This is an optimization exercise on Yosys and OpenROAD, whose aim is small area, a short achievable clock period and few clock cycles per item, not a production implementation. RTL that was checked went through simulation tests only; none was proved equivalent to the original. Function not checked in runs 1 and 2: the RTL went through the layout flow alone.

==> flow/design.v, too long to show whole: its modules and the start of the top module <==
// module bcpg_csa: 349 lines
// module bcpg_cpa: 250 lines
// module bcpg_sub: 292 lines
// module bcpg_wstep: 495 lines
// module bcpg_dstep: 332 lines
// module cubic_bezier_point_generator: 193 lines
module cubic_bezier_point_generator
(
    input  logic clk,
    input  logic rst_n,
    input  logic in_valid,
    output logic in_ready,
    input  logic [127:0] in_data,
    output logic out_valid,
    input  logic out_ready,
    output logic [38:0]  out_data
);
  // ...
==> flow/run.sh <==
#!/bin/bash
# synth_recipe.tcl (not shown) runs the flow's synth.tcl, then flattens the netlist and writes it again
# the make line also repeats each setting of config.mk as NAME=value (left out here)
make -C /OpenROAD-flow-scripts/flow DESIGN_CONFIG=/design/flow/config.mk WORK_HOME=/design/flow/orfs CLKGATE_MAP_FILE= SYNTH_SCRIPT=/design/flow/synth_recipe.tcl finish
==> flow/config.mk <==
export PLATFORM = sky130hd
export DESIGN_NAME = cubic_bezier_point_generator
export DESIGN_NICKNAME = cubic_bezier_point_generator
export VERILOG_FILES = /design/flow/design.v
export SDC_FILE = /design/flow/constraint.sdc
export NUM_CORES = 4
export LEC_CHECK = 0
export ABC_CLOCK_PERIOD_IN_PS = 3000
export CAP_MARGIN = 20
export CORE_MARGIN = 2
export CORE_UTILIZATION = 40
export SETUP_SLACK_MARGIN = 5
export SLEW_MARGIN = 20
==> flow/constraint.sdc <==
create_clock -name core_clock -period 8.0 [get_ports {clk}]
set_input_delay 1.6000 -clock core_clock [delete_from_list [all_inputs] [get_ports {clk}]]
set_output_delay 1.6000 -clock core_clock [all_outputs]
set_load 0.01 [all_outputs]
==> results_dict.tcl, run 1 <==
set metrics [dict create \
    clkbuf_count 117 \
    start_util 0.4030 \
    top_register "g_coord.w" \
    fin_tns_setup_ns 0 \
    critical_path.endpoint "g_coord[0].w[1][17]" \
    slowest_delay_ns 0.37 \
    status "timing/DRC/antenna clean" \
    min_to "d_i[0]" \
    use_met2 0.2627 \
    min_period_over_period 0.4313 \
    finalInstanceArea_mm2 0.06020 \
    cp.arrival_ns 3.87 \
    critPathLaunch "g_coord[0].d[1][0]" \
    endpoint_kind "flop" \
    clock_sinks 831 \
    grt_max_degree 164 \
    drtIter0Drc 1896 \
    multi_input_area_share 0.4211 \
    ff2ff_path_depth 14 \
    cts_root_buffer "clkbuf_16" \
    antenna_found_initial 2 \
    maxSlewViolCount 0 \
    grt-ovfl-total 0 \
    drc_errors 0 \
    wl_um 104200 \
    period_needed_ns 3.451 \
    num-nonclk-inverters 484 \
    die_w_um 359.9 \
    wl_met3_um 4472 \
    gp_congestion 0.8358 \
    grtUsageMet1 0.2208 \
]
==> run 2: changes to the inputs <==
--- a/flow/config.mk
+++ b/flow/config.mk
@@ -10,4 +10,7 @@
 export CORE_MARGIN = 2
 export CORE_UTILIZATION = 40
+export CTS_BUF_LIST = sky130_fd_sc_hd__clkbuf_16
+export CTS_CLUSTER_DIAMETER = 100
+export CTS_CLUSTER_SIZE = 25
 export SETUP_SLACK_MARGIN = 5
 export SLEW_MARGIN = 20
==> run 2 against run 1 <==
Hold slack gained 0.012 ns. Maximum frequency is 1.4% lower. Via count shrank 1.4%. Final cell count shrank 1.7%. Critical path depth did not move. Synthesized area unchanged. Register-to-register slack got worse by 0.05 ns. Sequential share of layout area up 1.3 points. Non-clock buffer count unchanged.
==> results_dict.tcl, run 2 <==
set metrics [dict create \
    min_period_over_period 0.4375 \
    synth_flop_cell "edfxtp_1" \
    synth_top_family_by_area "adder cells" \
    yosys.area_share.simple 0.05585 \
    status "timing/DRC/antenna clean" \
    avgSynthCellArea_um2 12.33 \
    final_nets 5206 \
    cp.arrival_ns 3.88 \
    synth.mux.area_fraction 0.005062 \
    worst-path-buf-inv 0 \
    syn_inst 4110 \
    crit_family "compound AO/OA/AOI/OAI gates" \
    drtIter0Drc 1890 \
    fin_tns_setup_ns 0 \
    synth_edf_count 783 \
    grt-ovfl-total 0 \
    synth_top_cell_by_area "edfxtp_1" \
    fmax_ghz 0.2857 \
    final_cell_mix "783 x edfxtp_1, 462 x inv_1, 388 x ha_1" \
    synth_nets 4947 \
    cpMostUsedCell "a21o_1" \
    layout_commonest_cell "edfxtp_1" \
    path_cells "ha_2 > fa_2 > a21o_1 > a21o_1 > a21o_1 > o31a_1 > a211oi_4 > nor2_2 > a221oi_2 > o21bai_1 > fa_2 > xor2_1 > nand2_1 > o21ai_1" \
    hold_violations 0 \
    start_kind "flop" \
    antenna_left 0 \
    cts_root_buffer "clkbuf_16" \
    areaGrowthSynthToFinish_pct 15.13 \
    synthAdderAreaFrac 0.2167 \
    drive_gt1_frac 0.1261 \
    clk_latency_ns 0.66 \
    coreArea_mm2 0.1257 \
    cts_buffers 44 \
    cp_max_fo 2 \
    postSynth.asyncResetShare 0.01083 \
    gp_congestion 0.8358 \
    tightest_slew_ns 1.082 \
    synth_xor_area_frac 0.08314 \
    cts_tree "yes" \
    ios 173 \
    crit_slowest_cell "edfxtp_1" \
    fp-row-count 130 \
    dpl_cell_area_mm2 0.05460 \
    start_util 0.4030 \
    synth-compound-area-share 0.1104 \
    synth-seq-cells 831 \
    cts.path.max_buffers 3 \
    worstHoldPathCells 0 \
    grt_max_degree 164 \
    antenna_found_initial 1 \
    largestRegisters "g_coord.w x126, g_coord.d x102" \
    synth_most_common_cell "edfxtp_1" \
    cp_num_cells 14 \
    die_w_um 359.9 \
    rsz0062_at_grt "yes" \
    wl_um 102600 \
    synth_area_mm2 0.05067 \
    slowest_delay_ns 0.38 \
    synth.distinct_cells 65 \
    port_buffers 172 \
    grt_pass1_wl_um 165400 \
    yosys.area.top_type_share 0.4640 \
    clock_sinks 831 \
    worstSetupPathType "flop to flop" \
    ys_warn_count 13 \
    slew_headroom 0.2786 \
    top_register "g_coord.w" \
    seq_area_frac_synth 0.4839 \
    period_needed_ns 3.500 \
    ff2ff_path_depth 14 \
    fillers 11272 \
    setup_viol 0 \
    grt_pass1_vias 31131 \
    drc_errors 0 \
    vias 30849 \
    dpl.hpwl_um 74450 \
    largest_reg_flops 126 \
    htreeDepth 2 \
    hp-class "flop to flop" \
    finalInstanceArea_mm2 0.05834 \
    grt_usage 0.1575 \
    maxSlewViolCount 0 \
    endpoint_kind "flop" \
    clkSlewWorstSetupHoldPaths_ns 0.10 \
    routed_via_density 5.102 \
    ys_top_cells_by_area "edfxtp_1 46%, fa_1 11%, ha_1 10%, xnor2_1 5.4%, inv_1 3.6%" \
    dr.pass1.iters 6 \
    clock_skew_ns 0.03596 \
    drv_cap 0 \
    die_h_um 359.9 \
    routedWlPerCell_um 16.97 \
    ys_top_cells_by_count "783 x edfxtp_1, 482 x inv_1, 417 x ha_1, 312 x xnor2_1, 288 x fa_1" \
    required_ns 8.38 \
    die_area_mm2 0.1295 \
]
==> run 2: cell count changes in the layout (fill, tap and decap cells not counted), moves of 4 or more <==
cell,previous run,this run
inv_1,451,462
clkdlybuf4s15_1,16,10
dlygate4sd2_1,51,57
clkbuf_16,100,47
clkinv_4,0,4
clkinv_1,17,0
clkinv_2,19,0
clkbuf_1,15,0
bufinv_16,14,0
==> run 2: worst paths after layout <==
check | slack (ns) | endpoint | start
setup / recovery | 4.50 | g_coord[0].w[1][17] | g_coord[0].d[1][0]
hold / removal | 0.43 | d_i[0] | c_i[0]
setup reg to reg | 4.50 | g_coord[0].w[1][17] | g_coord[0].d[1][0]
hold reg to reg | 0.43 | d_i[0] | c_i[0]
max in group asynchronous | 6.38 | rdy | rst_n
min in group asynchronous | 1.28 | b_v | rst_n
==> run 2: cells by family after synthesis <==
group                      count (synthesis)
adders and majority gates                705
and+or+nand+nor                          609
DFF                                      831
AOI/OAI and AO/OA                        855
xor gates and xnor gates                 481
buffers and inverters                    606
muxes                                     23
==> run 2: worst reg2reg max path, delay by kind of cell (launching register included) <==
family | cells | cell delay [ns]
AOI/OAI and AO/OA | 8 | 1.67
xor gates and xnor gates | 1 | 0.16
adders and majority gates | 3 | 0.89
DFF | 1 | 0.38
and+or+nand+nor | 2 | 0.14
==> run 2: through the flow <==
stage          std cells  setup slack, ns  hold slack (ns)    util
6_report            6046            4.500           0.4275  0.4640
5_1_grt             6046            4.412           0.4352  0.4640
2_1_floorplan       4110            4.258           0.4003       -
4_1_cts             5995            4.422           0.4289  0.4558
3_5_place_dp        5839            3.206           0.4045  0.4342
3_3_place_gp        5839            3.283           0.4021  0.4342
==> run 2: routing by layer <==
layer | track usage | up-vias | part of all wire
met5 | 0 | - | 0
met4 | 0.04317 | 0 | 0.023
met3 | 0.01623 | 119 | 0.037
met2 | 0.2600 | 567 | 0.47
met1 | 0.2209 | 15146 | 0.47
li1 | - | 15017 | -
==> run 2: area by class of cell <==
type	instances	area, um^2	area share
antenna	1	2.502	0.00004289
clock buffer	47	1176	0.02016
clock inverter	25	211.5	0.003625
inverter	484	1904	0.03264
multi-input combinational	2673	25390	0.4351
sequential	831	24520	0.4203
tap	1650	2064	0.03539
timing repair buffer	335	3073	0.05267
==> run 2: timing repair <==
action	in CTS	in global routing
gates resized for setup	410	178
pin swaps	159	154
endpoints found under the setup margin	288	241
gates cloned	0	0
hold buffers	0	0
setup buffers	84	50
==> module cubic_bezier_point_generator, before the edit <==
module cubic_bezier_point_generator
(
    input  logic clk,
    input  logic rst_n,
    input  logic in_valid,
    output logic in_ready,
    input  logic [127:0] in_data,
    output logic out_valid,
    input  logic out_ready,
    output logic [38:0]  out_data
);
    function automatic logic [7:0] booth(input logic [4:0] i);
        logic [2:0] one, two;
        logic [1:0] neg;
        logic [2:0] g;
        for (int k = 0; k < 3; k++)
        begin
            g[2] = (k < 2) ? i[2*k+1] : 1'b0;
            g[1] = i[2*k];
            g[0] = (k > 0) ? i[2*k-1] : 1'b0;
            one[k] = g[1] ^ g[0];
            two[k] = (g == 3'b100) || (g == 3'b011);
            if (k < 2)
                neg[k] = g[2];
        end
        booth = {one, two, neg};
    endfunction
    logic       a_v, b_v, c_v, d_v, e_v, f_v, o_v, s_v, rdy;
    logic [4:0] a_i, b_i, c_i, d_i, e_i, f_i;
    logic [7:0] b_bcx, b_bcy_n, e_bcx, e_bcy_n;
    logic       fire, a_free, o_load, f_fire;
    assign fire     = !s_v;
    assign a_free   = !a_v || (a_i == 5'd31);
    assign in_ready = rdy;
    assign o_load   = !o_v || out_ready;
    assign f_fire   = fire && f_v;
    always_ff @(posedge clk or negedge rst_n)
    begin
        if (!rst_n)
        begin
            a_v <= 1'b0;
            b_v <= 1'b0;
            c_v <= 1'b0;
            d_v <= 1'b0;
            e_v <= 1'b0;
            f_v <= 1'b0;
            o_v <= 1'b0;
            s_v <= 1'b0;
            rdy <= 1'b1;
        end
        else
        begin
            if (fire)
            begin
                b_v <= a_v;
                c_v <= b_v;
                d_v <= c_v;
                e_v <= d_v;
                f_v <= e_v;
                if (a_free)
                    a_v <= in_valid;
            end
            if (o_load)
            begin
                o_v <= s_v || f_fire;
                s_v <= 1'b0;
            end
            else if (f_fire)
                s_v <= 1'b1;
            rdy <= (o_load || (fire && !f_v)) &&
                   (fire ? (a_free ? !in_valid : (a_i == 5'd30))
                         : a_free);
        end
    end
    always_ff @(posedge clk)
    begin
        if (fire)
        begin
            b_i  <= a_i;
            b_bcx   <= booth(a_i);
            b_bcy_n <= ~booth(a_i);
            c_i  <= b_i;
            d_i  <= c_i;
            e_i  <= d_i;
            e_bcx   <= booth(d_i);
            e_bcy_n <= ~booth(d_i);
            f_i  <= e_i;
            a_i  <= a_free ? 5'd0 : a_i + 5'd1;
        end
    end
    logic [38:0] res, s_data, o_data;
    genvar c;
    generate
        for (c = 0; c < 2; c++)
        begin : g_coord
            localparam int OFS = (c == 0) ? 16 : 0;
            logic [16:0] d [3];
            logic [16:0] dn [3];
            logic [20:0] w [3];
            logic [20:0] wn [3];
            logic [16:0] e0n, e1n, e3n;
            logic [15:0] b_q0, b_q1;
            logic [16:0] b_e0, b_e1;
            logic [15:0] s0n, c0n, s1n, c1n, s3n, c3n;
            logic        k0n, k1n, k3n;
            logic [15:0] c_s0, c_c0, c_s1, c_c1;
            logic        c_k0, c_k1;
            logic [15:0] r0n, r1n;
            logic [15:0] d_r0, d_r1;
            logic [15:0] e_r0;
            logic [16:0] e_e3;
            logic [15:0] f_s, f_c;
            logic        f_k;
            logic [15:0] pt;
            logic [7:0]  b_bc, e_bc;
            if (c == 0)
            begin : g_bx
                assign b_bc = b_bcx;
                assign e_bc = e_bcx;
            end
            else
            begin : g_by
                assign b_bc = ~b_bcy_n;
                assign e_bc = ~e_bcy_n;
            end
            for (genvar k = 0; k < 3; k++)
            begin : g_q
                bcpg_sub   u_d (.a(in_data[96 - 32*k + OFS +: 16]), .b(in_data[64 - 32*k + OFS +: 16]),
                                .e(dn[k]));
                bcpg_dstep u_w (.w(w[k]), .d(d[k]), .y(wn[k]));
                always_ff @(posedge clk)
                begin
                    if (fire)
                    begin
                        if (a_free)
                            w[k] <= {in_data[96 - 32*k + OFS +: 16], 5'b00000};
                        else
                            w[k] <= wn[k];
                    end
                    if (fire && a_free)
                        d[k] <= dn[k];
                end
            end
            bcpg_sub u_e0 (.a(w[0][20:5]), .b(w[1][20:5]), .e(e0n));
            bcpg_sub u_e1 (.a(w[1][20:5]), .b(w[2][20:5]), .e(e1n));
            bcpg_csa u_m0 (.a(b_q0), .e(b_e0), .bo(b_bc[7:5]), .bt(b_bc[4:2]), .bn(b_bc[1:0]),
                           .s(s0n), .c(c0n), .k(k0n));
            bcpg_csa u_m1 (.a(b_q1), .e(b_e1), .bo(b_bc[7:5]), .bt(b_bc[4:2]), .bn(b_bc[1:0]),
                           .s(s1n), .c(c1n), .k(k1n));
            bcpg_cpa u_r0 (.s(c_s0), .c(c_c0), .k(c_k0), .y(r0n));
            bcpg_cpa u_r1 (.s(c_s1), .c(c_c1), .k(c_k1), .y(r1n));
            bcpg_sub u_e3 (.a(d_r0), .b(d_r1), .e(e3n));
            bcpg_csa u_m3 (.a(e_r0), .e(e_e3), .bo(e_bc[7:5]), .bt(e_bc[4:2]), .bn(e_bc[1:0]),
                           .s(s3n), .c(c3n), .k(k3n));
            bcpg_cpa u_pt (.s(f_s), .c(f_c), .k(f_k), .y(pt));
            always_ff @(posedge clk)
            begin
                if (fire)
                begin
                    b_q0 <= w[0][20:5];
                    b_q1 <= w[1][20:5];
                    b_e0 <= e0n;
                    b_e1 <= e1n;
                    c_s0 <= s0n;
                    c_c0 <= c0n;
                    c_k0 <= k0n;
                    c_s1 <= s1n;
                    c_c1 <= c1n;
                    c_k1 <= k1n;
                    d_r0 <= r0n;
                    d_r1 <= r1n;
                    e_r0 <= d_r0;
                    e_e3 <= e3n;
                    f_s  <= s3n;
                    f_c  <= c3n;
                    f_k  <= k3n;
                end
            end
            assign res[38 - 16*c -: 16] = pt;
        end
    endgenerate
    assign res[6:1] = {1'b0, f_i};
    assign res[0]   = (f_i == 5'd31);
    always_ff @(posedge clk)
    begin
        if (fire)
            s_data <= res;
        if (o_load)
            o_data <= s_v ? s_data : res;
    end
    assign out_valid = o_v;
    assign out_data  = o_data;
endmodule
==> run 3: changes to the inputs <==
--- a/flow/design.v
+++ b/flow/design.v
@@ -1773,6 +1773,6 @@
     endfunction
     logic       a_v, b_v, c_v, d_v, e_v, f_v, o_v, s_v, rdy;
-    logic [4:0] a_i, b_i, c_i, d_i, e_i, f_i;
-    logic [7:0] b_bcx, b_bcy_n, e_bcx, e_bcy_n;
+    logic [4:0] a_i, d_n, f_n;
+    logic [7:0] b_bc, e_bc;
     logic       fire, a_free, o_load, f_fire;
     assign fire     = !s_v;
@@ -1794,7 +1794,13 @@
             s_v <= 1'b0;
             rdy <= 1'b1;
+            d_n <= 5'd0;
+            f_n <= 5'd0;
         end
         else
         begin
+            if (fire && d_v)
+                d_n <= d_n + 5'd1;
+            if (f_fire)
+                f_n <= f_n + 5'd1;
             if (fire)
             begin
@@ -1823,13 +1829,6 @@
         if (fire)
         begin
-            b_i  <= a_i;
-            b_bcx   <= booth(a_i);
-            b_bcy_n <= ~booth(a_i);
-            c_i  <= b_i;
-            d_i  <= c_i;
-            e_i  <= d_i;
-            e_bcx   <= booth(d_i);
-            e_bcy_n <= ~booth(d_i);
-            f_i  <= e_i;
+            b_bc <= booth(a_i);
+            e_bc <= booth(d_n);
             a_i  <= a_free ? 5'd0 : a_i + 5'd1;
         end
@@ -1859,15 +1858,4 @@
             logic        f_k;
             logic [15:0] pt;
-            logic [7:0]  b_bc, e_bc;
-            if (c == 0)
-            begin : g_bx
-                assign b_bc = b_bcx;
-                assign e_bc = e_bcx;
-            end
-            else
-            begin : g_by
-                assign b_bc = ~b_bcy_n;
-                assign e_bc = ~e_bcy_n;
-            end
             for (genvar k = 0; k < 3; k++)
             begin : g_q
@@ -1926,6 +1914,6 @@
         end
     endgenerate
-    assign res[6:1] = {1'b0, f_i};
-    assign res[0]   = (f_i == 5'd31);
+    assign res[6:1] = {1'b0, f_n};
+    assign res[0]   = (f_n == 5'd31);
     always_ff @(posedge clk)
     begin
--- a/flow/config.mk
+++ b/flow/config.mk
@@ -6,11 +6,13 @@
 export NUM_CORES = 4
 export LEC_CHECK = 0
+export ABC_AREA = 1
 export ABC_CLOCK_PERIOD_IN_PS = 3000
 export CAP_MARGIN = 20
 export CORE_MARGIN = 2
-export CORE_UTILIZATION = 40
+export CORE_UTILIZATION = 60
 export CTS_BUF_LIST = sky130_fd_sc_hd__clkbuf_16
 export CTS_CLUSTER_DIAMETER = 100
 export CTS_CLUSTER_SIZE = 25
+export PLACE_DENSITY = 0.72
 export SETUP_SLACK_MARGIN = 5
 export SLEW_MARGIN = 20
==> run 3 against run 2 <==
Still clean. Sequential share of layout area fell by 0.96 points. Register-to-register slack improved by 0.57 ns. Synthesized cell count rose by 25%. Critical endpoint is now g_coord[1].d[1][9]. Worst setup slack improved by 0.51 ns. Die area fell by 30%.
==> results_dict.tcl, run 3 <==
set metrics [dict create \
    status "timing/DRC/antenna clean" \
    clock_sinks 806 \
    drive_gt1_frac 0.07025 \
    start_util 0.6067 \
    min_period_over_period 0.3742 \
    clk_latency_ns 0.62 \
    yosys.area.top_type_share 0.4261 \
    drtIter0Drc 2303 \
    clkSlewWorstSetupHoldPaths_ns 0.10 \
    die_h_um 300.4 \
    dr.pass1.iters 5 \
    ios 173 \
    routed_via_density 5.445 \
    placed_cells 6385 \
    rsz0062_at_grt "yes" \
    synth_edf_count 748 \
    path_cells "clkdlybuf4s50_1 > ha_1 > a21oi_2 > nand2_2 > nand3_2 > nand2_4 > fa_2 > xor2_1" \
    seq_area_frac_synth 0.4500 \
    synth_nets 5988 \
    drv_cap 0 \
    grt_pass1_vias 35221 \
    largestRegisters "g_coord.w x126, g_coord.d x102" \
    ys_top_cells_by_count "1009 x nand2_1, 870 x inv_1, 748 x edfxtp_1, 421 x ha_1, 312 x xor2_1" \
    avgSynthCellArea_um2 10.24 \
    synth_top_cell_by_area "edfxtp_1" \
    crit_slowest_cell "clkdlybuf4s50_1" \
    layout_commonest_cell "nand2_1" \
    grt_max_degree 208 \
    areaGrowthSynthToFinish_pct 9.573 \
    wl_um 105900 \
    grt-ovfl-total 0 \
    antenna_left 0 \
    slowest_delay_ns 0.47 \
    worst-path-buf-inv 1 \
    cp_max_fo 3 \
    final_cells 6481 \
    vias 35289 \
    ys_top_cells_by_area "edfxtp_1 43%, fa_1 11%, ha_1 10%, nand2_1 7.2%, inv_1 6.2%" \
    coreArea_mm2 0.08689 \
    ys_warn_count 13 \
    synth-seq-cells 806 \
    cts_buffers 40 \
    synth_area_mm2 0.05271 \
    setup_viol 0 \
    drc_errors 0 \
    syn_inst 5147 \
    htreeDepth 2 \
    routedWlPerCell_um 16.34 \
    worstSetupPathType "primary input to flop" \
    synth.distinct_cells 40 \
    clock_skew_ns 0.03526 \
    endpoint_kind "flop" \
    final_nets 6136 \
    final_cell_mix "987 x nand2_1, 854 x inv_1, 748 x edfxtp_1" \
    top_register "g_coord.w" \
    dpl.hpwl_um 78270 \
    antenna_found_initial 3 \
    start_kind "primary input" \
    cts_root_buffer "clkbuf_16" \
    period_needed_ns 2.993 \
    hold_violations 0 \
    synth_flop_cell "edfxtp_1" \
    largest_reg_flops 126 \
    cp.arrival_ns 3.38 \
    fp-row-count 108 \
    postSynth.asyncResetShare 0.02357 \
    required_ns 8.39 \
    die_area_mm2 0.09024 \
    slew_headroom 0.3106 \
    crit_family "adder cells" \
    gp_congestion 0.8870 \
    die_w_um 300.4 \
    tightest_slew_ns 1.034 \
    port_buffers 172 \
    cts.path.max_buffers 3 \
    grt_pass1_wl_um 172800 \
    hp-class "flop to flop" \
    maxSlewViolCount 0 \
    fmax_ghz 0.3341 \
    fin_tns_setup_ns 0 \
    synth_most_common_cell "nand2_1" \
    cts_tree "yes" \
    grt_usage 0.2358 \
]
==> run 3: cell count changes after synthesis, sizes merged, moves of 41 or more <==
cell	change
o22ai	+163
nand3	+229
inv	+397
nor2	+47
clkbuf	-50
a21oi	+70
a22oi	-108
xor2	+143
nand2	+838
xnor2	-263
a22o	-41
o21ai	-119
nand2b	-45
==> run 3: per-stage QoR <==
stage	area [um^2]	worst slack (ns)	util	hold WS (ns)
6_report	57760	5.007	0.6648	0.4433
5_1_grt	57760	4.976	0.6648	0.4806
4_1_cts	57410	4.940	0.6607	0.4492
3_5_place_dp	56050	3.838	0.6451	0.4342
3_3_place_gp	56050	3.885	0.6450	0.4205
2_1_floorplan	53200	4.707	-	0.4049
==> run 3: logic make-up (layout without fill, tap and decap cells) <==
family                     Yosys count  in the layout  share of synthesized area
buffers and inverters              991           1168                    0.07204
DFF                                806            806                     0.4500
AOI/OAI and AO/OA                  713            713                    0.08270
other                                0              2                          0
xor gates and xnor gates           361            361                    0.05998
and+or+nand+nor                   1567           1567                     0.1260
adders and majority gates          709            709                     0.2093
==> run 3: worst min-delay path: stages (launching register included) <==
cell and delay, ns:
dfxtp_1 0.31, nand2_1 0.05, inv_1 0.04
==> run 3: final cells by class <==
class                           instances  area, um^2
Timing Repair inverter                  2       15.01
Timing Repair Buffer                  215        2033
Fill cell                            6803       29130
Clock inverter                         30       195.2
Multi-Input combinational cell       3350       25920
Antenna cell                            2       5.005
Sequential cell                       806       23720
Tap cell                             1155        1445
Clock buffer                           41        1026
Inverter                              880        3398
==> run 3: metal layers <==
layer / up-vias / routed length (um) / GRT usage
li1: 17444 / - / -
met1: 16804 / 46800 / 0.3198
met5: - / 13 / 0
met3: 151 / 5102 / 0.02316
met2: 888 / 51320 / 0.4065
met4: 2 / 2641 / 0.06690
==> run 3: worst paths after layout <==
check / slack (ns) / from / depth (start not counted) / end
max reg2reg: 5.07 / b_bc[1] / 7 / g_coord[1].c_s1[12]
min in group asynchronous: 1.35 / rst_n / 2 / f_n[2]
min reg2reg: 0.44 / s_data[6] / 2 / s_data[6]
max: 5.01 / in_data[37] / 8 / g_coord[1].d[1][9]
min: 0.44 / s_data[6] / 2 / s_data[6]
max in group asynchronous: 6.33 / rst_n / 2 / rdy
==> run 3: timing repair <==
| item | 4_1_cts | 5_1_grt |
|---|---|---|
| setup buffers | 10 | 9 |
| pin swaps | 8 | 23 |
| endpoints found under the setup margin | 369 | 244 |
| hold buffers | 0 | 0 |
| cloned | 0 | 2 |
| gates resized for setup | 139 | 99 |
Testbench counts of run 3, summed over its fixed seeds: cycles 16,440, points 16,384.
==> run 4: changes to the inputs <==
--- a/flow/config.mk
+++ b/flow/config.mk
@@ -14,5 +14,4 @@
 export CTS_CLUSTER_DIAMETER = 100
 export CTS_CLUSTER_SIZE = 25
-export PLACE_DENSITY = 0.72
 export SETUP_SLACK_MARGIN = 5
 export SLEW_MARGIN = 20
==> run 4 against run 3 <==
Clock-buffer cell count grew 1. Sequential cell count unchanged. Worst setup slack better by 0.018 ns. Global-route usage grew 0.23 points. Critical path type unchanged. Highest routed layer unchanged.
==> results_dict.tcl, run 4 <==
set metrics [dict create \
    cts_buffers 39 \
    postCtsHoldBufs 0 \
    seq_area_frac_synth 0.4500 \
    slew_headroom 0.3439 \
    setup_ws_ns 5.025 \
    cp.arrival_ns 3.34 \
    die_area_mm2 0.09024 \
    ys_top_cells_by_area "edfxtp_1 43%, fa_1 11%, ha_1 10%, nand2_1 7.2%, inv_1 6.2%" \
    required_ns 8.37 \
    clk_latency_ns 0.61 \
    drc_errors 0 \
    postSynth.asyncResetShare 0.02357 \
    synth_edf_count 748 \
    routed_via_density 5.404 \
    cp_max_fo 4 \
    cts_tree "yes" \
    status "timing/DRC/antenna clean" \
    antenna_left 0 \
    endpoint_kind "flop" \
    min_period_over_period 0.3719 \
    start_kind "primary input" \
    routedWlPerCell_um 16.36 \
    largestRegisters "g_coord.w x126, g_coord.d x102" \
    clock_skew_ns 0.02433 \
    clkSlewWorstSetupHoldPaths_ns 0.10 \
    grt_pass1_vias 34770 \
    rsz0062_at_grt "yes" \
    maxSlewViolCount 0 \
    period_needed_ns 2.975 \
    dpl.hpwl_um 78690 \
    syn_inst 5147 \
    fmax_ghz 0.3362 \
    final_cell_mix "987 x nand2_1, 860 x inv_1, 748 x edfxtp_1" \
    top_register "g_coord.w" \
    final_nets 6148 \
    grt_pass1_wl_um 173400 \
    grt_max_degree 189 \
    ys_top_cells_by_count "1009 x nand2_1, 870 x inv_1, 748 x edfxtp_1, 421 x ha_1, 312 x xor2_1" \
    hold_violations 0 \
    fin_tns_setup_ns 0 \
    synth_top_cell_by_area "edfxtp_1" \
    tightest_slew_ns 0.9842 \
    synth_most_common_cell "nand2_1" \
    wl_um 106200 \
    fp-row-count 108 \
    htreeDepth 2 \
    start_util 0.6067 \
    synth_area_mm2 0.05271 \
    diodes 0 \
    die_w_um 300.4 \
    setup_viol 0 \
    hp-class "flop to flop" \
    synth_nets 5988 \
    dr.pass1.iters 5 \
    coreArea_mm2 0.08689 \
    cts_root_buffer "clkbuf_16" \
    die_h_um 300.4 \
    grt-ovfl-total 0 \
    grt_usage 0.2381 \
    vias 35080 \
    placed_cells 6385 \
    place_ws_ns 3.827 \
    fillers 6990 \
    ios 173 \
    drv_cap 0 \
    drive_gt1_frac 0.07101 \
    antenna_found_initial 2 \
    yosys.area.top_type_share 0.4261 \
    drtIter0Drc 2025 \
    synth_flop_cell "edfxtp_1" \
    ys_warn_count 13 \
    final_cells 6492 \
    areaGrowthSynthToFinish_pct 9.815 \
    clock_sinks 806 \
    synth.distinct_cells 40 \
    synth-seq-cells 806 \
    avgSynthCellArea_um2 10.24 \
    worstSetupPathType "primary input to flop" \
    cts.path.max_buffers 3 \
    port_buffers 172 \
    layout_commonest_cell "nand2_1" \
    gp_congestion 0.8626 \
    largest_reg_flops 126 \
]
run 4: final timing paths:
check,endpoint,slack [ns],start,depth (start not counted)
max in group asynchronous,rdy,6.32,rst_n,2
hold reg to reg,s_data[6],0.44,s_data[6],2
setup reg to reg,g_coord[0].c_s0[5],5.14,b_bc[7],4
hold / removal,s_data[6],0.44,s_data[6],2
min in group asynchronous,f_n[2],1.37,rst_n,2
setup / recovery,g_coord[0].d[2][9],5.03,in_data[54],7
run 4: metal layers:
layer	up-vias	wire length [um]	track usage
met1	16778	48600	0.3283
met2	714	51030	0.4111
met4	4	1850	0.04988
li1	17463	-	-
met3	121	4690	0.02489
met5	-	16	0
run 4: worst max-delay path, cell delays in order:
cell             delay [ns]
clkdlybuf4s50_1        0.55
inv_1                  0.06
ha_1                   0.33
nand4_1                0.17
nand3_4                0.10
fa_2                   0.39
xor2_1                 0.14
run 4: area by class of cell:
class	instances	area, um^2	area share
clock buffer	42	1051	0.01816
clock inverter	29	143.9	0.002486
inverter	880	3393	0.05862
multi-input combinational	3351	25920	0.4479
sequential	806	23720	0.4098
tap	1155	1445	0.02496
timing repair buffer	226	2186	0.03776
timing repair inverter	3	22.52	0.0003891
run 4: repair_timing:
item                                    4_1_cts  5_1_grt
endpoints found under the setup margin      303      289
cloned                                        2        3
pin swaps                                     8       21
resized for setup                           130      102
setup buffers                                11       19
run 4: logic make-up after synthesis:
kind of cell	Yosys count	share of synthesized area
flops	806	0.4500
fa+ha+maj	709	0.2093
buf+inv	991	0.07204
compound gates	713	0.08270
xor+xnor	361	0.05998
simple gates	1567	0.1260
run 4: through the flow:
| stage | instance area [um^2] | hold slack (ns) | util |
|---|---|---|---|
| finish | 57890 | 0.4373 | 0.6662 |
| floorplan | 53200 | 0.4049 | - |
| detailed placement | 56060 | 0.4273 | 0.6452 |
| CTS | 57440 | 0.4427 | 0.6611 |
| global placement | 56060 | 0.4159 | 0.6452 |
| global route | 57890 | 0.4712 | 0.6662 |
==> run 5: changes to the inputs <==
--- a/flow/config.mk
+++ b/flow/config.mk
@@ -10,5 +10,5 @@
 export CAP_MARGIN = 20
 export CORE_MARGIN = 2
-export CORE_UTILIZATION = 60
+export CORE_UTILIZATION = 66
 export CTS_BUF_LIST = sky130_fd_sc_hd__clkbuf_16
 export CTS_CLUSTER_DIAMETER = 100
==> run 5 against run 4 <==
Die area shrank 9.0%. Synthesized area is the same. Routed wire length shrank 2.3%. Critical path depth is the same. Sequential cell count is the same. Still clean. Highest routed layer unchanged. Largest cell class unchanged. Final area shrank 0.32%. Maximum frequency shrank 1.6%. Clock skew shrank 0.0019 ns.
==> results_dict.tcl, run 5 <==
set metrics [dict create \
    critical_path.endpoint "g_coord[0].d[1][9]" \
    min_from "s_data[6]" \
    ys_top_cells_by_area "edfxtp_1 43%, fa_1 11%, ha_1 10%, nand2_1 7.2%, inv_1 6.2%" \
    dr.pass1.iters 6 \
    vias 35173 \
    grt_max_degree 187 \
    crit_slowest_cell "clkdlybuf4s50_1" \
    coreArea_mm2 0.07900 \
    hp-class "flop to flop" \
    reg2reg_slack_ns 5.11 \
    die_area_mm2 0.08215 \
    synth_top_cell_by_area "edfxtp_1" \
    synth_area_mm2 0.05271 \
    syn_inst 5147 \
    rsz0062_at_grt "yes" \
    cp.arrival_ns 3.39 \
    layout_commonest_cell "nand2_1" \
    top_register "g_coord.w" \
    routedWlPerCell_um 16.26 \
    status "timing/DRC/antenna clean" \
    slowest_delay_ns 0.50 \
    largestRegisters "g_coord.w x126, g_coord.d x102" \
    antenna_left 0 \
    largest_reg_flops 126 \
    grt_pass1_wl_um 171000 \
    grt_usage 0.2570 \
    drive_gt1_frac 0.07038 \
    routed_via_density 5.511 \
    period_needed_ns 3.023 \
    fp-row-count 103 \
    die_w_um 286.6 \
    worstHoldPathCells 2 \
    seq_area_frac_synth 0.4500 \
    hold_slack_ns 0.4437 \
    cp_num_cells 7 \
    areaGrowthSynthToFinish_pct 9.459 \
    start_kind "primary input" \
    cp_max_fo 3 \
    cts.path.max_buffers 3 \
    synth_nets 5988 \
    clock_sinks 806 \
    cts_tree "yes" \
    ys_top_cells_by_count "1009 x nand2_1, 870 x inv_1, 748 x edfxtp_1, 421 x ha_1, 312 x xor2_1" \
    synth-seq-cells 806 \
    final_cell_mix "988 x nand2_1, 855 x inv_1, 748 x edfxtp_1" \
    slew_headroom 0.2714 \
    drtIter0Drc 2414 \
    cts_buffers 39 \
    wl_um 103800 \
    final_cells 6382 \
    start_util 0.6673 \
    min_period_over_period 0.3779 \
    r2r-end "g_coord[1].c_s1[12]" \
    fmax_ghz 0.3308 \
    htreeDepth 2 \
    path_cells "clkdlybuf4s50_1 > inv_1 > ha_1 > a21oi_2 > nand2_4 > fa_1 > xor2_1" \
    clock_skew_ns 0.02241 \
    worstSetupPathType "primary input to flop" \
    gp_congestion 0.8809 \
    avgSynthCellArea_um2 10.24 \
    fin_tns_setup_ns 0 \
    required_ns 8.36 \
    drv_cap 0 \
    synth.distinct_cells 40 \
    antenna_found_initial 4 \
    ff2ff_path_depth 7 \
    postSynth.asyncResetShare 0.02357 \
    port_buffers 172 \
    dpl.hpwl_um 77120 \
    timing.rr.start "b_bc[1]" \
    final_nets 6142 \
    drc_errors 0 \
    ios 173 \
    yosys.area.top_type_share 0.4261 \
    clkSlewWorstSetupHoldPaths_ns 0.10 \
    die_h_um 286.6 \
    synth_most_common_cell "nand2_1" \
    ys_warn_count 13 \
    synth_flop_cell "edfxtp_1" \
    crit_family "adder cells" \
    utilization 0.7304 \
    clk_latency_ns 0.61 \
    hold_violations 0 \
    endpoint_kind "flop" \
    grt-ovfl-total 0 \
    maxSlewViolCount 0 \
    placed_cells 6279 \
    worst-path-buf-inv 2 \
    grt_pass1_vias 34998 \
    tightest_slew_ns 1.092 \
    synth_edf_count 748 \
    setup_viol 0 \
    critPathLaunch "in_data[87]" \
    cts_root_buffer "clkbuf_16" \
]
==> run 5: cell counts after synthesis <==
No cell type changed its count.
==> run 5: how the worst min path moves through the flow <==
stage | slack, ns | to
floorplan | 0.40 | s_data[6]
global placement | 0.42 | s_data[6]
global route | 0.46 | g_coord[1].e_r0[8]
CTS | 0.44 | s_data[6]
finish | 0.44 | s_data[6]
detailed placement | 0.43 | s_data[6]
==> run 5: what timing repair did <==
| action | 4_1_cts | 5_1_grt |
|---|---|---|
| gates cloned | 1 | 2 |
| gates resized for setup | 138 | 105 |
| hold buffers | 0 | 0 |
| pin swaps | 6 | 21 |
| setup buffers | 9 | 19 |
| setup endpoints to repair | 341 | 469 |
==> run 5: cells by family (layout without fill, tap and decap cells) <==
group	count (synthesis)	count (layout)	share of synthesized area
fa+ha+maj	709	709	0.2093
flops	806	806	0.4500
buf+inv	991	1172	0.07204
compound gates	713	713	0.08270
other cells	0	4	0
simple gates	1567	1567	0.1260
xor+xnor	361	361	0.05998
==> run 5: metal layers <==
metal / track usage / part of all wire
met1: 0.3502 / 0.44
met2: 0.4460 / 0.49
met3: 0.02440 / 0.050
met4: 0.06518 / 0.022
met5: 0 / 0.00013
==> run 5: per-stage QoR <==
stage	cell area (um^2)	setup slack, ns
finish	57700	4.977
global route	57700	4.918
CTS	57180	4.971
detailed placement	55910	3.850
global placement	55910	3.902
floorplan	53200	4.707
==> run 5: layout make-up <==
cell class	count	area, um^2
Antenna cell	4	10.01
Sequential cell	806	23720
Tap cell	1050	1314
Timing Repair inverter	3	22.52
Fill cell	5721	21300
Timing Repair Buffer	221	2125
Clock buffer	40	1001
Multi-Input combinational cell	3350	25950
Inverter	880	3405
Clock inverter	28	147.6
==> run 5: tightest hold or removal path, stage by stage (launching register included) <==
cell     delay [ns]
dfxtp_1        0.31
nand2_1        0.05
inv_1          0.04
==> run 6: changes to the inputs <==
--- a/flow/config.mk
+++ b/flow/config.mk
@@ -10,8 +10,8 @@
 export CAP_MARGIN = 20
 export CORE_MARGIN = 2
-export CORE_UTILIZATION = 66
-export CTS_BUF_LIST = sky130_fd_sc_hd__clkbuf_16
-export CTS_CLUSTER_DIAMETER = 100
-export CTS_CLUSTER_SIZE = 25
+export CORE_UTILIZATION = 60
+export CTS_BUF_LIST = sky130_fd_sc_hd__clkbuf_8 sky130_fd_sc_hd__clkbuf_16
+export CTS_CLUSTER_DIAMETER = 80
+export CTS_CLUSTER_SIZE = 20
 export SETUP_SLACK_MARGIN = 5
 export SLEW_MARGIN = 20
==> run 6 against run 5 <==
Still clean. First-iteration DRC count fell by 18%. Sequential cell count is the same. Final cell count rose by 2.1%. Utilization is 5.9 points lower. Via count rose by 0.35%.
==> results_dict.tcl, run 6 <==
set metrics [dict create \
    final_nets 6162 \
    synth-seq-cells 806 \
    synth_most_common_cell "nand2_1" \
    synth.distinct_cells 40 \
    syn_inst 5147 \
    synth_area_mm2 0.05271 \
    ys_warn_count 13 \
    setup_viol 0 \
    rsz0062_at_grt "yes" \
    slew_headroom 0.3566 \
    start_kind "primary input" \
    drc_errors 0 \
    dr.pass1.iters 7 \
    synth_top_cell_by_area "edfxtp_1" \
    synth_edf_count 748 \
    htreeDepth 2 \
    min_period_over_period 0.3700 \
    antenna_left 0 \
    synthAdderAreaFrac 0.2093 \
    cp_max_fo 4 \
    fp-row-count 108 \
    fin_tns_setup_ns 0 \
    hold_slack_ns 0.4356 \
    crit_slowest_cell "clkdlybuf4s50_1" \
    largestRegisters "g_coord.w x126, g_coord.d x102" \
    final_cell_mix "988 x nand2_1, 857 x inv_1, 748 x edfxtp_1" \
    start_util 0.6067 \
    wl_um 107000 \
    yosys.area_share.simple 0.1260 \
    routedWlPerCell_um 16.42 \
    utilization 0.6719 \
    status "timing/DRC/antenna clean" \
    die_h_um 300.4 \
    path_cells "clkdlybuf4s50_1 > inv_1 > ha_1 > nand4_1 > nand3_4 > fa_2 > xor2_1" \
    synth_xor_area_frac 0.05998 \
    postCtsHoldBufs 0 \
    vias 35296 \
    die_w_um 300.4 \
    largest_reg_flops 126 \
    postSynth.asyncResetShare 0.02357 \
    synth-compound-area-share 0.08270 \
    routed_via_density 5.415 \
    cts_buffers 52 \
    avgSynthCellArea_um2 10.24 \
    ios 173 \
    top_register "g_coord.w" \
    coreArea_mm2 0.08689 \
    fmax_ghz 0.3378 \
    cp.arrival_ns 3.35 \
    ys_top_cells_by_area "edfxtp_1 43%, fa_1 11%, ha_1 10%, nand2_1 7.2%, inv_1 6.2%" \
    crit_family "adder cells" \
    areaGrowthSynthToFinish_pct 10.74 \
    synth_nets 5988 \
    grt-ovfl-total 0 \
    grt_usage 0.2400 \
    worst-path-buf-inv 2 \
    grt_pass1_wl_um 174800 \
    seq_area_frac_synth 0.4500 \
    tightest_slew_ns 0.9651 \
    dpl.hpwl_um 78690 \
    drive_gt1_frac 0.07497 \
    antenna_found_initial 3 \
    worstSetupPathType "primary input to flop" \
    hold_violations 0 \
    period_needed_ns 2.960 \
    maxSlewViolCount 0 \
    cts_tree "yes" \
    port_buffers 172 \
    slowest_delay_ns 0.55 \
    clock_skew_ns 0.02673 \
    drv_cap 0 \
    clkSlewWorstSetupHoldPaths_ns 0.08 \
    hp-class "flop to flop" \
    required_ns 8.39 \
    synth_flop_cell "edfxtp_1" \
    cts_root_buffer "clkbuf_16" \
    cts.path.max_buffers 3 \
    drtIter0Drc 1989 \
    ys_top_cells_by_count "1009 x nand2_1, 870 x inv_1, 748 x edfxtp_1, 421 x ha_1, 312 x xor2_1" \
    gp_congestion 0.8626 \
    layout_commonest_cell "nand2_1" \
    synth_top_family_by_area "adder cells" \
    fillers 6914 \
    yosys.area.top_type_share 0.4261 \
    endpoint_kind "flop" \
    clk_latency_ns 0.64 \
    synth.mux.area_fraction 0 \
    grt_max_degree 189 \
    clock_sinks 806 \
    die_area_mm2 0.09024 \
    grt_pass1_vias 35129 \
]
-- run 6: cell counts after synthesis --
Identical to the previous run, type by type.
-- run 6: metal layers --
metal | share of wire | GRT usage | vias up | routed length, um
li1 | - | - | 17501 | -
met1 | 0.45 | 0.3295 | 16861 | 48270
met2 | 0.48 | 0.4128 | 789 | 51450
met3 | 0.048 | 0.02698 | 141 | 5101
met4 | 0.020 | 0.05333 | 4 | 2186
met5 | 0.00015 | 0 | - | 16
-- run 6: through the flow --
step                      instance area (um^2)  worst slack [ns]  cells
after floorplan                          53200             4.707   5147
after global placement                   56060             3.894   6385
after detailed placement                 56060             3.827   6385
after CTS                                57940             4.947   6495
after global routing                     58380             4.983   6518
final                                    58380             5.040   6518
-- run 6: worst paths after layout --
| path | start | to | slack, ns | depth (start not counted) |
|---|---|---|---|---|
| worst max-delay path | in_data[54] | g_coord[0].d[2][9] | 5.04 | 7 |
| worst min-delay path | s_data[6] | s_data[6] | 0.44 | 2 |
| max in group asynchronous | rst_n | rdy | 6.34 | 2 |
| worst max register to register | b_bc[7] | g_coord[0].c_s0[5] | 5.08 | 4 |
| worst min register to register | s_data[6] | s_data[6] | 0.44 | 2 |
| min in group asynchronous | rst_n | e_v | 1.35 | 2 |
-- run 6: worst min-delay path, stage by stage (launching register included) --
cell	delay (ns)
dfxtp_1	0.30
nand2_1	0.05
inv_1	0.04
-- run 6: repair_timing --
item,in CTS,in global routing
setup buffers,13,18
gates cloned,2,3
gates resized for setup,127,93
endpoints found under the setup margin,298,296
pin swaps,8,22
-- run 6: area by class of cell --
type | instances | area, um^2 | area share
repair inverters | 3 | 22.52 | 0.0003858
repair buffers | 227 | 2191 | 0.03753
well taps | 1155 | 1445 | 0.02476
flip-flops and latches | 806 | 23720 | 0.4063
clock inverters | 39 | 317.8 | 0.005444
multi-input cells | 3351 | 25920 | 0.4440
clock buffers | 56 | 1368 | 0.02343
inverters | 880 | 3393 | 0.05813
diodes | 1 | 2.502 | 0.00004287
-- run 6: kinds of logic after synthesis --
| group | count (synthesis) |
|---|---|
| AND/OR/NAND/NOR | 1567 |
| buffers and inverters | 991 |
| flip-flops | 806 |
| AO/OA/AOI/OAI | 713 |
| adder cells (fa/ha/maj) | 709 |
| XOR/XNOR | 361 |

[what the ideal ports hide]
In the flow no input, the clock included, has a driving cell. The finished layouts below were timed again as built, in two steps. Step 1 sets driving cells, clkbuf_16 on the clock port and buf_2 on the other inputs (assumed; they add their load-dependent delay and slew). Step 2 moves the port delays by t, midway between the first and last clock arrival at a register: inputs arrive t later, outputs are due t later. That takes back most of the time a late clock gives input paths. Slacks: no drivers / after step 1 / after step 2; pairs: no drivers / after step 1.
run	shift t [ns]	setup slack, ns	worst setup path after step 2	latest minus earliest clock arrival (ns)
run 1	0.733	4.549 / 4.549 / 3.914	input to register	0.028 / 0.028
run 2	0.705	4.500 / 4.500 / 3.970	input to register	0.044 / 0.044
run 3	0.666	5.007 / 5.013 / 4.384	input to register	0.042 / 0.043
run 4	0.675	5.025 / 4.986 / 4.386	input to register	0.025 / 0.024
run 5	0.676	4.977 / 4.986 / 4.313	input to register	0.026 / 0.026
run 6	0.693	5.040 / 4.974 / 4.379	input to register	0.028 / 0.028
After both steps every run listed still meets setup and hold. For run 5, which loses most, drivers alone change the setup slack by +0.009 ns; drivers and shift together by -0.664 ns.
